This is an optimization exercise on Yosys and OpenROAD, whose aim is small area, a short achievable clock period and few clock cycles per item, not a production implementation. The RTL was checked by simulation tests, not by an equivalence proof against the original design.

==> config.mk <==
export PLATFORM = sky130hd
export DESIGN_NAME = integer_dct_8x8_2d
export DESIGN_NICKNAME = integer_dct_8x8_2d
export VERILOG_FILES = /design/flow/design.v
export SDC_FILE = /design/flow/constraint.sdc
export NUM_CORES = 4
export LEC_CHECK = 0
export CAP_MARGIN = 20
export CORE_MARGIN = 2
export CORE_UTILIZATION = 30
export SETUP_SLACK_MARGIN = 0.3
export SLEW_MARGIN = 20
==> constraint.sdc <==
create_clock -name core_clock -period 7.5 [get_ports {clk}]
set_input_delay 1.5000 -clock core_clock [delete_from_list [all_inputs] [get_ports {clk}]]
set_output_delay 1.5000 -clock core_clock [all_outputs]
set_load 0.01 [all_outputs]
==> design.v <==
`default_nettype none
package dct2d_pkg;
  localparam int LANES    = 8;
  localparam int SAMPLE_W = 8;
  localparam int COEF_W   = 16;
endpackage
`default_nettype wire
`default_nettype none
module dct2d_front (
  input  logic        clk,
  input  logic        we,        
  input  logic [2:0]  wr,
  input  logic        wpar,      
  input  logic [63:0] in_row,    
  input  logic [2:0]  rcol,      
  input  logic        rpar,      
  output logic [63:0] col        
);
  logic [63:0] bdat;             
  logic [63:0] bout;             
  logic [63:0] rot1, rot2;
  for (genvar k = 0; k < 8; k++) begin : g_wrot
    assign rot1[8*k +: 8] = wr[0] ? in_row[8*((k + 7) % 8) +: 8] : in_row[8*k +: 8];
    assign rot2[8*k +: 8] = wr[1] ? rot1[8*((k + 6) % 8) +: 8]   : rot1[8*k +: 8];
    assign bdat[8*k +: 8] = wr[2] ? rot2[8*((k + 4) % 8) +: 8]   : rot2[8*k +: 8];
  end
  for (genvar k = 0; k < 8; k++) begin : g_bank
    logic [63:0] mv;             
    logic [2:0]  wa, ra;
    assign wa = wpar ? (3'(k) - wr) : wr;
    assign ra = rpar ? rcol : (3'(k) - rcol);
    always_ff @(posedge clk) begin
      for (int a = 0; a < 8; a++) begin
        if (we && wa == 3'(a)) begin
          mv[8*a +: 8] <= bdat[8*k +: 8];
        end
      end
    end
    assign bout[8*k +: 8] = mv[8*ra +: 8];
  end
  logic [63:0] q1, q2;
  for (genvar r = 0; r < 8; r++) begin : g_rrot
    assign q1[8*r +: 8]  = rcol[0] ? bout[8*((r + 1) % 8) +: 8] : bout[8*r +: 8];
    assign q2[8*r +: 8]  = rcol[1] ? q1[8*((r + 2) % 8) +: 8]   : q1[8*r +: 8];
    assign col[8*r +: 8] = rcol[2] ? q2[8*((r + 4) % 8) +: 8]   : q2[8*r +: 8];
  end
endmodule
`default_nettype wire
`default_nettype none
module dct2d_queue (
  input  logic        clk,
  input  logic        adv,
  input  logic [2:0]  ph,
  input  logic [10:0] y0,
  input  logic signed [10:0] y1, y2, y4, y6, y7,
  input  logic signed [11:0] y3, y5,
  output logic [95:0] row      
);
  logic [95:0] skq;            
  logic [95:0] r0, r1, r2, rin;
  for (genvar k = 0; k < 8; k++) begin : g_skew
    localparam int W = (k == 3 || k == 5) ? 12 : 11;
    logic [W*(k+1)-1:0] q;       
    logic [W-1:0] din;
    if (k == 0) begin : g_i0 assign din = y0; end
    else if (k == 1) begin : g_i1 assign din = y1; end
    else if (k == 2) begin : g_i2 assign din = y2; end
    else if (k == 3) begin : g_i3 assign din = y3; end
    else if (k == 4) begin : g_i4 assign din = y4; end
    else if (k == 5) begin : g_i5 assign din = y5; end
    else if (k == 6) begin : g_i6 assign din = y6; end
    else begin : g_i7 assign din = y7; end
    if (k == 0) begin : g_s0
      always_ff @(posedge clk) if (adv) q <= din;
    end else begin : g_sn
      always_ff @(posedge clk) if (adv) q <= {q[W*k-1:0], din};
    end
    if (k == 0) begin : g_zx
      assign skq[0 +: 12] = {1'b0, q[W*k +: W]};
    end else if (W == 11) begin : g_sx
      assign skq[12*k +: 12] = {q[W*k + W - 1], q[W*k +: W]};
    end else begin : g_w
      assign skq[12*k +: 12] = q[W*k +: W];
    end
  end
  logic [2:0] rs;
  assign rs = ph - 3'd1;
  for (genvar c = 0; c < 8; c++) begin : g_rot
    assign r0[12*c +: 12] = skq[12*(7 - c) +: 12];
    assign r1[12*c +: 12] = rs[0] ? r0[12*((c + 7) % 8) +: 12] : r0[12*c +: 12];
    assign r2[12*c +: 12] = rs[1] ? r1[12*((c + 6) % 8) +: 12] : r1[12*c +: 12];
    assign rin[12*c +: 12] = rs[2] ? r2[12*((c + 4) % 8) +: 12] : r2[12*c +: 12];
  end
  for (genvar c = 0; c < 8; c++) begin : g_deskew
    localparam int N = 8 - c;
    logic [12*N-1:0] q;          
    if (N == 1) begin : g_s1
      always_ff @(posedge clk) if (adv) q <= rin[12*c +: 12];
    end else begin : g_sn
      always_ff @(posedge clk) if (adv) q <= {q[12*(N-1)-1:0], rin[12*c +: 12]};
    end
    assign row[12*c +: 12] = q[12*(N-1) +: 12];
  end
endmodule
`default_nettype wire
`default_nettype none
module dct2d_colt (
  input  logic [63:0] x,      
  output logic [10:0] y0,
  output logic signed [10:0] y1, y2, y4, y6, y7,
  output logic signed [11:0] y3, y5
);
  logic signed [9:0]  s0, s1, s2, s3;
  logic signed [8:0]  d0, d1, d2, d3;
  logic signed [10:0] e0, e1;
  logic signed [9:0]  e2, e3;
  logic signed [9:0]  p0, p1, p2, p3;
  logic signed [10:0] k1, k3;
  logic signed [11:0] y0s;
  assign s0 = $signed({2'b0, x[7:0]})   + $signed({2'b0, x[63:56]});
  assign s1 = $signed({2'b0, x[15:8]})  + $signed({2'b0, x[55:48]});
  assign s2 = $signed({2'b0, x[23:16]}) + $signed({2'b0, x[47:40]});
  assign s3 = $signed({2'b0, x[31:24]}) + $signed({2'b0, x[39:32]});
  assign d0 = $signed({1'b0, x[7:0]})   - $signed({1'b0, x[63:56]});
  assign d1 = $signed({1'b0, x[15:8]})  - $signed({1'b0, x[55:48]});
  assign d2 = $signed({1'b0, x[23:16]}) - $signed({1'b0, x[47:40]});
  assign d3 = $signed({1'b0, x[31:24]}) - $signed({1'b0, x[39:32]});
  assign e0 = s0 + s3;
  assign e1 = s1 + s2;
  assign e2 = s0 - s3;
  assign e3 = s1 - s2;
  assign y0s = e0 + e1;
  assign y0  = y0s[10:0];
  assign y4  = e0 - e1;
  assign y2  = e2 + (e2 >>> 2) + (e3 >>> 1);
  assign y6  = (e2 >>> 1) - e3 - (e3 >>> 2);
  assign p0  = ((d3 >>> 2) + d0) + ((d0 >>> 2) - (d0 >>> 4));
  assign p3  = ((d0 >>> 2) - d3) + ((d3 >>> 4) - (d3 >>> 2));
  assign p1  = (d1 + d2) - ((d2 >>> 2) + (d2 >>> 4));
  assign p2  = (d2 - d1) + ((d1 >>> 2) + (d1 >>> 4));
  assign y1  = p0 + p1;
  assign k1  = p0 - p1;
  assign y7  = p2 + p3;
  assign k3  = p2 - p3;
  assign y3  = k1 - k3;
  assign y5  = k1 + k3;
endmodule
module dct2d_rowt (
  input  logic [95:0]  x,     
  output logic [127:0] y      
);
  logic signed [11:0] xi [0:7];
  logic signed [12:0] s0, s1, s2, s3, d0, d1, d2, d3;
  logic signed [13:0] e0, e1, e2, e3;
  logic signed [13:0] p0, p1, p2, p3;
  logic signed [14:0] k0, k1, k2, k3;
  logic signed [14:0] o0, o2, o3, o4, o5, o6;
  for (genvar c = 0; c < 8; c++) begin : g_x
    assign xi[c] = x[12*c +: 12];
  end
  assign s0 = xi[0] + xi[7];
  assign s1 = xi[1] + xi[6];
  assign s2 = xi[2] + xi[5];
  assign s3 = xi[3] + xi[4];
  assign d0 = xi[0] - xi[7];
  assign d1 = xi[1] - xi[6];
  assign d2 = xi[2] - xi[5];
  assign d3 = xi[3] - xi[4];
  assign e0 = s0 + s3;
  assign e1 = s1 + s2;
  assign e2 = s0 - s3;
  assign e3 = s1 - s2;
  assign o0 = e0 + e1;
  assign o4 = e0 - e1;
  assign o2 = e2 + (e2 >>> 2) + (e3 >>> 1);
  assign o6 = (e2 >>> 1) - e3 - (e3 >>> 2);
  assign p0 = ((d3 >>> 2) + d0) + ((d0 >>> 2) - (d0 >>> 4));
  assign p3 = ((d0 >>> 2) - d3) + ((d3 >>> 4) - (d3 >>> 2));
  assign p1 = (d1 + d2) - ((d2 >>> 2) + (d2 >>> 4));
  assign p2 = (d2 - d1) + ((d1 >>> 2) + (d1 >>> 4));
  assign k0 = p0 + p1;
  assign k1 = p0 - p1;
  assign k2 = p2 + p3;
  assign k3 = p2 - p3;
  assign o3 = k1 - k3;
  assign o5 = k1 + k3;
  assign y[0 +: 16]   = {o0[14], o0};
  assign y[16 +: 16]  = {k0[14], k0};
  assign y[32 +: 16]  = {o2[14], o2};
  assign y[48 +: 16]  = {o3[14], o3};
  assign y[64 +: 16]  = {o4[14], o4};
  assign y[80 +: 16]  = {o5[14], o5};
  assign y[96 +: 16]  = {o6[14], o6};
  assign y[112 +: 16] = {k2[14], k2};
endmodule
`default_nettype wire
`default_nettype none
module integer_dct_8x8_2d (
  input  logic                                clk,
  input  logic                                rst_n,
  input  logic                                in_valid,
  output logic                                in_stall,
  input  logic [dct2d_pkg::SAMPLE_W-1:0]      in_sample_0,
  input  logic [dct2d_pkg::SAMPLE_W-1:0]      in_sample_1,
  input  logic [dct2d_pkg::SAMPLE_W-1:0]      in_sample_2,
  input  logic [dct2d_pkg::SAMPLE_W-1:0]      in_sample_3,
  input  logic [dct2d_pkg::SAMPLE_W-1:0]      in_sample_4,
  input  logic [dct2d_pkg::SAMPLE_W-1:0]      in_sample_5,
  input  logic [dct2d_pkg::SAMPLE_W-1:0]      in_sample_6,
  input  logic [dct2d_pkg::SAMPLE_W-1:0]      in_sample_7,
  output logic                                out_valid,
  input  logic                                out_stall,
  output logic signed [dct2d_pkg::COEF_W-1:0] out_coef_0,
  output logic signed [dct2d_pkg::COEF_W-1:0] out_coef_1,
  output logic signed [dct2d_pkg::COEF_W-1:0] out_coef_2,
  output logic signed [dct2d_pkg::COEF_W-1:0] out_coef_3,
  output logic signed [dct2d_pkg::COEF_W-1:0] out_coef_4,
  output logic signed [dct2d_pkg::COEF_W-1:0] out_coef_5,
  output logic signed [dct2d_pkg::COEF_W-1:0] out_coef_6,
  output logic signed [dct2d_pkg::COEF_W-1:0] out_coef_7,
  output logic                                out_last_row
);
  logic [2:0] ph;        
  logic [2:0] wr;        
  logic       wpar;      
  logic       pend;      
  logic       rd_on;     
  logic       s_v;       
  logic       adv;
  logic       free;
  logic       we;
  logic       rd_now;
  logic [9:0] vl;        
  assign adv = ~s_v;
  always_comb begin
    if (rd_on) begin
      free = (wr < ph) || (wr == ph && adv);
    end else if (pend) begin
      free = (wr == 3'd0) && (ph == 3'd0) && adv;
    end else begin
      free = 1'b1;
    end
  end
  assign in_stall = ~free;
  assign we       = in_valid & free;
  assign rd_now   = adv & (rd_on | (pend & (ph == 3'd0)));
  always_ff @(posedge clk) begin
    if (!rst_n) begin
      ph    <= '0;
      wr    <= '0;
      wpar  <= 1'b0;
      pend  <= 1'b0;
      rd_on <= 1'b0;
      vl    <= '0;
    end else begin
      if (adv) begin
        ph <= ph + 3'd1;
        vl <= {vl[8:0], rd_now};
      end
      if (we) begin
        wr <= wr + 3'd1;
        if (wr == 3'd7) begin
          wpar <= ~wpar;
        end
      end
      if (we && wr == 3'd7) begin
        pend <= 1'b1;
      end else if (rd_now && !rd_on) begin
        pend <= 1'b0;
      end
      if (rd_now) begin
        rd_on <= (ph != 3'd7);
      end
    end
  end
  logic [63:0] in_row;
  logic [63:0] col;
  logic [63:0] colreg;
  assign in_row = {in_sample_7, in_sample_6, in_sample_5, in_sample_4,
                   in_sample_3, in_sample_2, in_sample_1, in_sample_0};
  dct2d_front u_front (
    .clk    (clk),
    .we     (we),
    .wr     (wr),
    .wpar   (wpar),
    .in_row (in_row),
    .rcol   (ph),
    .rpar   (~wpar),
    .col    (col)
  );
  always_ff @(posedge clk) begin
    if (adv) begin
      colreg <= col;
    end
  end
  logic [10:0]        c0;
  logic signed [10:0] c1, c2, c4, c6, c7;
  logic signed [11:0] c3, c5;
  dct2d_colt u_colt (
    .x  (colreg),
    .y0 (c0), .y1 (c1), .y2 (c2), .y3 (c3),
    .y4 (c4), .y5 (c5), .y6 (c6), .y7 (c7)
  );
  logic [95:0] crow;
  dct2d_queue u_tr (
    .clk (clk),
    .adv (adv),
    .ph  (ph),
    .y0  (c0), .y1 (c1), .y2 (c2), .y3 (c3),
    .y4  (c4), .y5 (c5), .y6 (c6), .y7 (c7),
    .row (crow)
  );
  logic        rv;        
  logic        rlast;
  logic [95:0] skid;
  logic        skid_last;
  logic [95:0] rsel;
  logic        take;      
  logic        fire;
  logic [127:0] ycoef;
  assign rv    = adv & vl[9];
  assign rlast = (ph == 3'd1);
  assign fire  = out_valid & ~out_stall;
  assign take  = (~out_valid | fire) & (s_v | rv);
  assign rsel  = s_v ? skid : crow;
  dct2d_rowt u_rowt (
    .x (rsel),
    .y (ycoef)
  );
  always_ff @(posedge clk) begin
    if (!rst_n) begin
      out_valid <= 1'b0;
      s_v       <= 1'b0;
    end else begin
      if (~out_valid | fire) begin
        out_valid <= s_v | rv;
      end
      if (s_v) begin
        if (~out_valid | fire) begin
          s_v <= 1'b0;
        end
      end else if (rv && out_valid && !fire) begin
        s_v <= 1'b1;
      end
    end
  end
  always_ff @(posedge clk) begin
    if (take) begin
      {out_coef_7, out_coef_6, out_coef_5, out_coef_4,
       out_coef_3, out_coef_2, out_coef_1, out_coef_0} <= ycoef;
      out_last_row <= s_v ? skid_last : rlast;
    end
    if (!s_v && rv && out_valid && !fire) begin
      skid      <= crow;
      skid_last <= rlast;
    end
  end
endmodule
`default_nettype wire
==> run.sh <==
#!/bin/bash
# synth_recipe.tcl (not shown) runs the flow's synth.tcl, then flattens the netlist and writes it again
# the make line also repeats each setting of config.mk as NAME=value (left out here)
make -C /OpenROAD-flow-scripts/flow DESIGN_CONFIG=/design/flow/config.mk WORK_HOME=/design/flow/orfs CLKGATE_MAP_FILE= SYNTH_SCRIPT=/design/flow/synth_recipe.tcl finish
==> flow_summary.toml <==
[timing]
slew_headroom_pct = 26.7
maxSlewViolCount = 0
post-route-min-period_ns = 7.79
fin_ws_ns = -0.289
fmax_mhz = 128
fin_worst_skew_ns = 0.0768
finalHoldViolCount = 0
rsz0062_at_grt = "true"
period_share_pct = 104
setup_viol = 8
worst_slew_pin_slew_ns = 1.07

[finish]
final_common_cell = "edfxtp_1"
final_area_um2 = 111000
drive_above_1_share_pct = 24.4
mostFrequentLayoutCells = "edfxtp_1 (1625), inv_1 (747), buf_4 (604), ha_1 (586), xnor2_1 (322)"
n_fill_cell = 28462
synthToLayoutAreaGrowth_pct = 21.5
nets = 8240

[global_routing]
grt_max_degree = 187
grt_overflow = 0
grt_usage_pct = 13.0
grt_pass1_vias = 54008
grt_pass1_wl_um = 314000
grt_antenna_before_repair = 2

[synthesis]
synth_area_per_cell_um2 = 14.0
yosys_register_bits = 1646
syn-instance-count = 6534
synth.distinct_cells = 84
synth_edf_count = 1625
syn_nets = 7440
synthArstFlopShare_pct = 0
synthFlopType = "edfxtp_1"
ys_warn_count = 5
syn-cell-area_um2 = 91200
seq_area_frac_synth_pct = 54.0

[clock_tree]
cts.clk_slew.worst_paths_ns = 0.06
clockBufferDepth = 4
clk_latency_ns = 0.83
cts.sinks = 1646
cts_buffers = 170
root_buffer = "clkbuf_16"
postCtsHoldBufs = 0
cts_tree = "yes"
htree_num_levels = 4

[flow_run]
max_cap_violations = 0

[drt]
num_vias = 52956
drc_errors = 0
viasPerCell = 4.63
wire_per_inst_um = 18.0
wirelength_um = 206000
drt_pass1_iterations = 5
ant_nets = 0
drtIter0Drc = 3284

[critical_path]
worst_ep_arrival_time_ns = 8.30
cpMaxStageDelayCell = "or4_1"
critPathKind = "flop to flop"
rrSetupSlack_ns = -0.29
crit_fanout = 4
cp_common_cell = "buf_4"
cp.required_ns = 8.01
crit_path_start_kind = "flop"
endpoint_kind = "flop"
cpPeakStageDelay_ns = 0.51

[min_path]
hold_path_class = "flop to flop"

[floorplanning]
rows = 202
io_pins = 199
dieHeight_um = 555
start_util_pct = 30.1
chipWidth_um = 555
core_um2 = 303000
die_area_um2 = 308000

[status]
failed_checks = "setup timing"
run_status = "finished with violations"

[place]
dpl.hpwl_um = 156000
gp_congestion = 0.890
port_buffers = 198
placed_area_um2 = 102000
==> cells by family after synthesis <==
group / after synthesis / synth area share (%)
adders and majority gates: 838 / 13.1
DFF: 1646 / 54.0
AOI/OAI and AO/OA: 984 / 7.08
and+or+nand+nor: 741 / 3.67
buffers and inverters: 975 / 4.09
xor gates and xnor gates: 544 / 5.27
muxes: 806 / 12.9
==> cell type report <==
| type | count | area (µm²) | area share (%) |
|---|---|---|---|
| Sequential cell | 1646 | 49200 | 44.4 |
| Clock inverter | 96 | 968 | 0.874 |
| Inverter | 765 | 2880 | 2.60 |
| Multi-Input combinational cell | 3913 | 41300 | 37.3 |
| Timing Repair Buffer | 838 | 7010 | 6.33 |
| Clock buffer | 201 | 4450 | 4.02 |
| Tap cell | 3978 | 4980 | 4.49 |
| Antenna cell | 2 | 5.00 | 0.00452 |
==> routing by layer <==
metal  vias to the layer above  routed length [µm]  GRT usage [%]
li1                      25373                   -              -
met1                     26320               88300           16.4
met2                      1000              104000           23.2
met3                       263                7940           1.66
met4                         0                5920           3.75
met5                         -                   0              0
==> state kept, by name, indices dropped and copies added, names as in the netlist, 3 cells and up <==
name and flops:
u_front.g_bank.mv 512, out_coef_0 15, vl 10, ph 3, colreg 64, u_tr.g_skew.q 401, out_coef_6 15, out_coef_3 15
out_coef_1 15, out_coef_7 15, out_coef_4 14, wr 3, skid 96, out_coef_5 14, out_coef_2 15, u_tr.g_deskew.q 432
==> cells in the mapped netlist, types with 8 or more instances <==
cell type	instances	area, µm²
clkbuf_1	132	495
and3_1	16	100
edfxtp_1	1625	48800
a21oi_1	354	1770
a211o_1	8	70.1
a21o_1	97	728
xnor2_1	382	3350
ha_1	648	8110
fa_1	190	3800
a221oi_1	13	114
nor3b_1	12	90.1
o21a_1	33	248
dfxtp_1	21	420
a211oi_1	10	75.1
mux2i_1	333	3330
nand3_1	26	130
buf_2	18	90.1
a22oi_1	16	120
o21bai_1	194	1460
o41a_1	11	124
buf_4	11	82.6
mux2_2	200	2250
o41ai_1	20	175
mux4_2	272	6130
nand2b_1	34	213
or3_1	11	68.8
and2_1	16	100
nand2_1	97	364
nor2_1	382	1430
nor3_1	74	370
a31oi_1	15	93.8
xor2_1	159	1390
inv_1	755	2830
o31a_1	10	87.6
nor2b_1	49	307
buf_1	48	180
o21ai_0	121	606
==> final timing paths <==
path	from	endpoint	cells after the start
worst min-delay path	u_tr.g_deskew[4].q[32]	u_tr.g_deskew[4].q[44]	0
worst max-delay path	s_v	out_coef_3[14]	36
worst min register to register	u_tr.g_deskew[4].q[32]	u_tr.g_deskew[4].q[44]	0
worst max register to register	s_v	out_coef_3[14]	36
==> per-stage QoR <==
stage          utilization [%]  setup slack, ns  hold WS (ns)  std cells   TNS, ns
3_5_place_dp              33.9           -0.651         0.405      11079     -5.41
5_1_grt                   36.6           -0.577         0.373      11437     -4.56
6_report                  36.6           -0.289         0.375      11439     -1.66
4_1_cts                   36.0           -0.303         0.375      11406     -1.77
2_1_floorplan                -            -6.81         0.400       6534  -9409.92
3_3_place_gp              33.9           -0.554         0.400      11078     -4.34
==> critical path: cells and delay by family, from the launching register on <==
family / cells / cell delay, ns
compound gates: 9 / 1.98
fa+ha+maj: 6 / 1.43
simple gates: 6 / 1.37
buf+inv: 8 / 1.02
xor+xnor: 6 / 0.98
flops: 1 / 0.42
mux: 1 / 0.27
==> timing repair <==
item                                    CTS  global route
pin swaps                                63            94
cloned                                    1             0
buffers inserted                         29            31
resized for setup                       160           291
endpoints found under the setup margin   27            38
Testbench counts, summed over its fixed seeds: cycles 2,200, blocks 256.

==> afterwards: timing with drivers on the ports <==
The flow's constraints put no driver on any port. The routed layout listed below was extracted and timed again, unchanged, in two steps.
Step 1 (the two cells are an assumption about what drives the block):
set clk [get_ports {clk}]
set_driving_cell -lib_cell sky130_fd_sc_hd__clkbuf_16 $clk
set_driving_cell -lib_cell sky130_fd_sc_hd__buf_2 [delete_from_list [all_inputs] $clk]
Step 2 times the ports against the registers' clock, not the clock port: input delays grow and output delays shrink by t, the midpoint of the rising clock arrivals with the driver on.
Three values: no drivers, after step 1, after step 2; two values: the first two.
t (ns): 0.891
setup WS [ns]: -0.289 / -0.289 / -0.289
worst setup path after step 2: register to register
latest minus earliest clock arrival (ns): 0.094 / 0.094
For this run, drivers alone change the setup slack by 0.000 ns; drivers and shift together by 0.000 ns.
